Source: an optimization exercise on an open RTL-to-GDS flow (aim: a short achievable clock period, few clock cycles per item and low power). Production flows keep margins and buffers that such runs may drop. Function was checked by simulation only, so behaviour that the tests miss may differ from the original. Power figures rest on the tool's default switching activity, not on a simulated workload.

Setup of build 44:
## peak_to_peak_power_meter_unit
module peak_to_peak_power_meter_unit #(
  parameter int ADC_BITS = 10
) (
  input  logic        clk,
  input  logic        rst_n,
  input  logic        in_valid,
  output logic        in_ready,
  input  logic        in_operation,
  input  logic [9:0]  in_adc_sample,
  input  logic [15:0] in_elapsed_ms,
  output logic        out_valid,
  input  logic        out_ready,
  output logic [19:0] out_rms_ma,
  output logic [19:0] out_power_watts,
  output logic [47:0] out_energy_watt_ms,
  input  logic        cfg_we,
  input  logic [2:0]  cfg_index,
  input  logic [15:0] cfg_data
);
Size in the first run: roughly 4600 cells after synthesis, ~140 I/O pins, about 40000 sq um of cells after synthesis.
==> flow/config.mk <==
export PLATFORM = sky130hd
export DESIGN_NAME = peak_to_peak_power_meter_unit
export DESIGN_NICKNAME = peak_to_peak_power_meter_unit
export VERILOG_FILES = /design/flow/design.v
export SDC_FILE = /design/flow/constraint.sdc
export NUM_CORES = 4
export LEC_CHECK = 0
export CAP_MARGIN = 20
export CORE_MARGIN = 2
export CORE_UTILIZATION = 75
export CTS_BUF_LIST = sky130_fd_sc_hd__clkbuf_16
export CTS_CLUSTER_DIAMETER = 100
export CTS_CLUSTER_SIZE = 28
export PLACE_DENSITY = 0.8
export SLEW_MARGIN = 20
==> flow/constraint.sdc <==
create_clock -name core_clock -period 6.0 [get_ports {clk}]
set_input_delay 1.2000 -clock core_clock [delete_from_list [all_inputs] [get_ports {clk}]]
set_output_delay 1.2000 -clock core_clock [all_outputs]
set_load 0.01 [all_outputs]
run.sh (not shown) runs the stock make flow with config.mk's settings and CLKGATE_MAP_FILE= SYNTH_SCRIPT=/design/flow/synth_recipe.tcl, a recipe that flattens the netlist after the stock synthesis.
Testbench counts of build 44, summed over its fixed seeds: cycles 12,564, items 1,280.
#### Input delta (build 94 over build 44)
- changing CTS_BUF_LIST from sky130_fd_sc_hd__clkbuf_16 to sky130_fd_sc_hd__clkbuf_4
- changing CORE_UTILIZATION from 75 to 60
- changing CTS_CLUSTER_SIZE from 28 to 25
- setting SETUP_SLACK_MARGIN to 1.0 for the first time
- removing PLACE_DENSITY (formerly 0.8)
- removing CTS_CLUSTER_DIAMETER (formerly 100)
Notes after the runs:
- Build 94: cell area is about 13% higher than what build 44 reported.
- Final period utilization is lower on build 94
- Relative to build 44, the fraction of the core area covered by cells at the end of the flow of build 94 is lower by 7.9 points.
- Via count up about 5% in build 94 wrt build 44
- Count of placed standard cells including taps, build 94 vs build 44: up by a few percent
- Build 94 vs. build 44: data arrival at the endpoint of the critical path went down by 0.02 ns.
Input changes introduced in build 35 (baseline for comparison: build 94):
- a deleted SETUP_SLACK_MARGIN that had been 1.0
- a change of CTS_CLUSTER_SIZE from 25 to 16
- a change of CTS_BUF_LIST from sky130_fd_sc_hd__clkbuf_4 to sky130_fd_sc_hd__clkbuf_8
- an added CTS_CLUSTER_DIAMETER of 70
==> comparison <==
- Going from build 94 to build 35, cell area has decreased; proportion of final cell area spent on non-clock buffers has decreased; setup slack has decreased; worst slew margin relative to its limit has decreased; final critical-path share of the clock period has increased.
- Looking at fraction of standard cell area that is sequential, build 35 sits 1.4 points higher than build 94 does.
- Maximum clock frequency (lower): build 35
- Changes observed in build 35 relative to build 94: wire length went down; power dropped about 15%.
Changes in build 27 relative to build 35:
- swapping sky130_fd_sc_hd__clkbuf_8 for sky130_fd_sc_hd__clkbuf_16 in CTS_BUF_LIST
- swapping 70 for 110 in CTS_CLUSTER_DIAMETER
- swapping 16 for 32 in CTS_CLUSTER_SIZE
==> comparison <==
- Final-layout clock buffer total | build 27 below build 35
- The higher data arrival at the endpoint of the critical path came out of build 35.
- NOTE: part of the total power dissipated in combinational logic in build 27 exceeds that of build 35
- Delta (build 27 minus build 35): share of power burned in the clock network down 1.0 points; routed wire length flat; sum of net half-perimeters after detailed placement flat.
> inputs changed (build 27 -> build 32)
- CTS_CLUSTER_DIAMETER removed (was 110)
- CORE_UTILIZATION changed from 60 to 40
- CTS_BUF_LIST removed (was sky130_fd_sc_hd__clkbuf_16)
- CTS_CLUSTER_SIZE removed (was 32)
Notes after the runs:
- Build 32 reached the final stage; the timing, design-rule and antenna checks on its layout passed.
- Build 27 reached the final stage; the timing, design-rule and antenna checks on its layout passed.
- Against build 27, wire length of the first global-routing pass in build 32 rose by a few percent.
- Sort build 27 and build 32 by total number of tap cells asc -> top: build 27
- Utilization ended up 21 points lower on build 32 than on build 27.
- The setup slack on the worst flop-to-flop path number comes out higher for build 32 vs build 27.
Input changes introduced in build 7 (baseline for comparison: build 32):
- setting CTS_CLUSTER_SIZE to 25 for the first time
- changing CORE_UTILIZATION from 40 to 60
- setting CTS_BUF_LIST to sky130_fd_sc_hd__clkbuf_4 for the first time
==> run notes <==
Going from build 32 to build 7, flip-flop and latch area shows no meaningful change, total net switching power went down 7.6%. In build 7, the clock network contribution to total cell area came out 0.74 points below the value in build 32. The flow did not stop early for build 7: all stages ran, and the layout cleared the timing, design-rule and antenna checks.

[separate check: timing with driven ports]
The results above use ideal ports. As a check the final layouts listed here were re-extracted and re-timed, cells and wires unchanged.
Step 1 (the two cells are an assumption about what drives the block):
set clk [get_ports {clk}]
set_driving_cell -lib_cell sky130_fd_sc_hd__clkbuf_16 $clk
set_driving_cell -lib_cell sky130_fd_sc_hd__buf_2 [delete_from_list [all_inputs] $clk]
Step 2 also shifts input and output timing later by t, the mid clock arrival at the registers, as if the neighbouring blocks saw the same clock.
Slacks: ideal ports / drivers / drivers and shift; pairs: ideal ports / drivers.
| run | t, ns | setup WS [ns] | hold WS [ns] | clock arrival spread, ns | cell pins on the clock port's net |
|---|---|---|---|---|---|
| build 44 | 0.605 | 0.248 / 0.248 / 0.248 | 0.465 / 0.465 / 0.465 | 0.042 / 0.041 | 1 |
| build 94 | 0.871 | 0.513 / 0.513 / 0.513 | 0.456 / 0.456 / 0.456 | 0.069 / 0.069 | 1 |
| build 35 | 0.750 | 0.241 / 0.241 / 0.032 | 0.460 / 0.460 / 0.460 | 0.042 / 0.043 | 1 |
| build 27 | 0.611 | 0.279 / 0.279 / 0.033 | 0.463 / 0.463 / 0.463 | 0.070 / 0.070 | 1 |
| build 32 | 0.682 | 0.296 / 0.296 / 0.296 | 0.454 / 0.454 / 0.454 | 0.034 / 0.035 | 1 |
| build 7 | 0.877 | 0.230 / 0.230 / 0.011 | 0.455 / 0.455 / 0.455 | 0.091 / 0.091 | 1 |
After both steps every run listed still meets setup and hold. The setup slack of build 27, which loses most, moves by 0.000 ns with the drivers and by -0.246 ns with both steps.
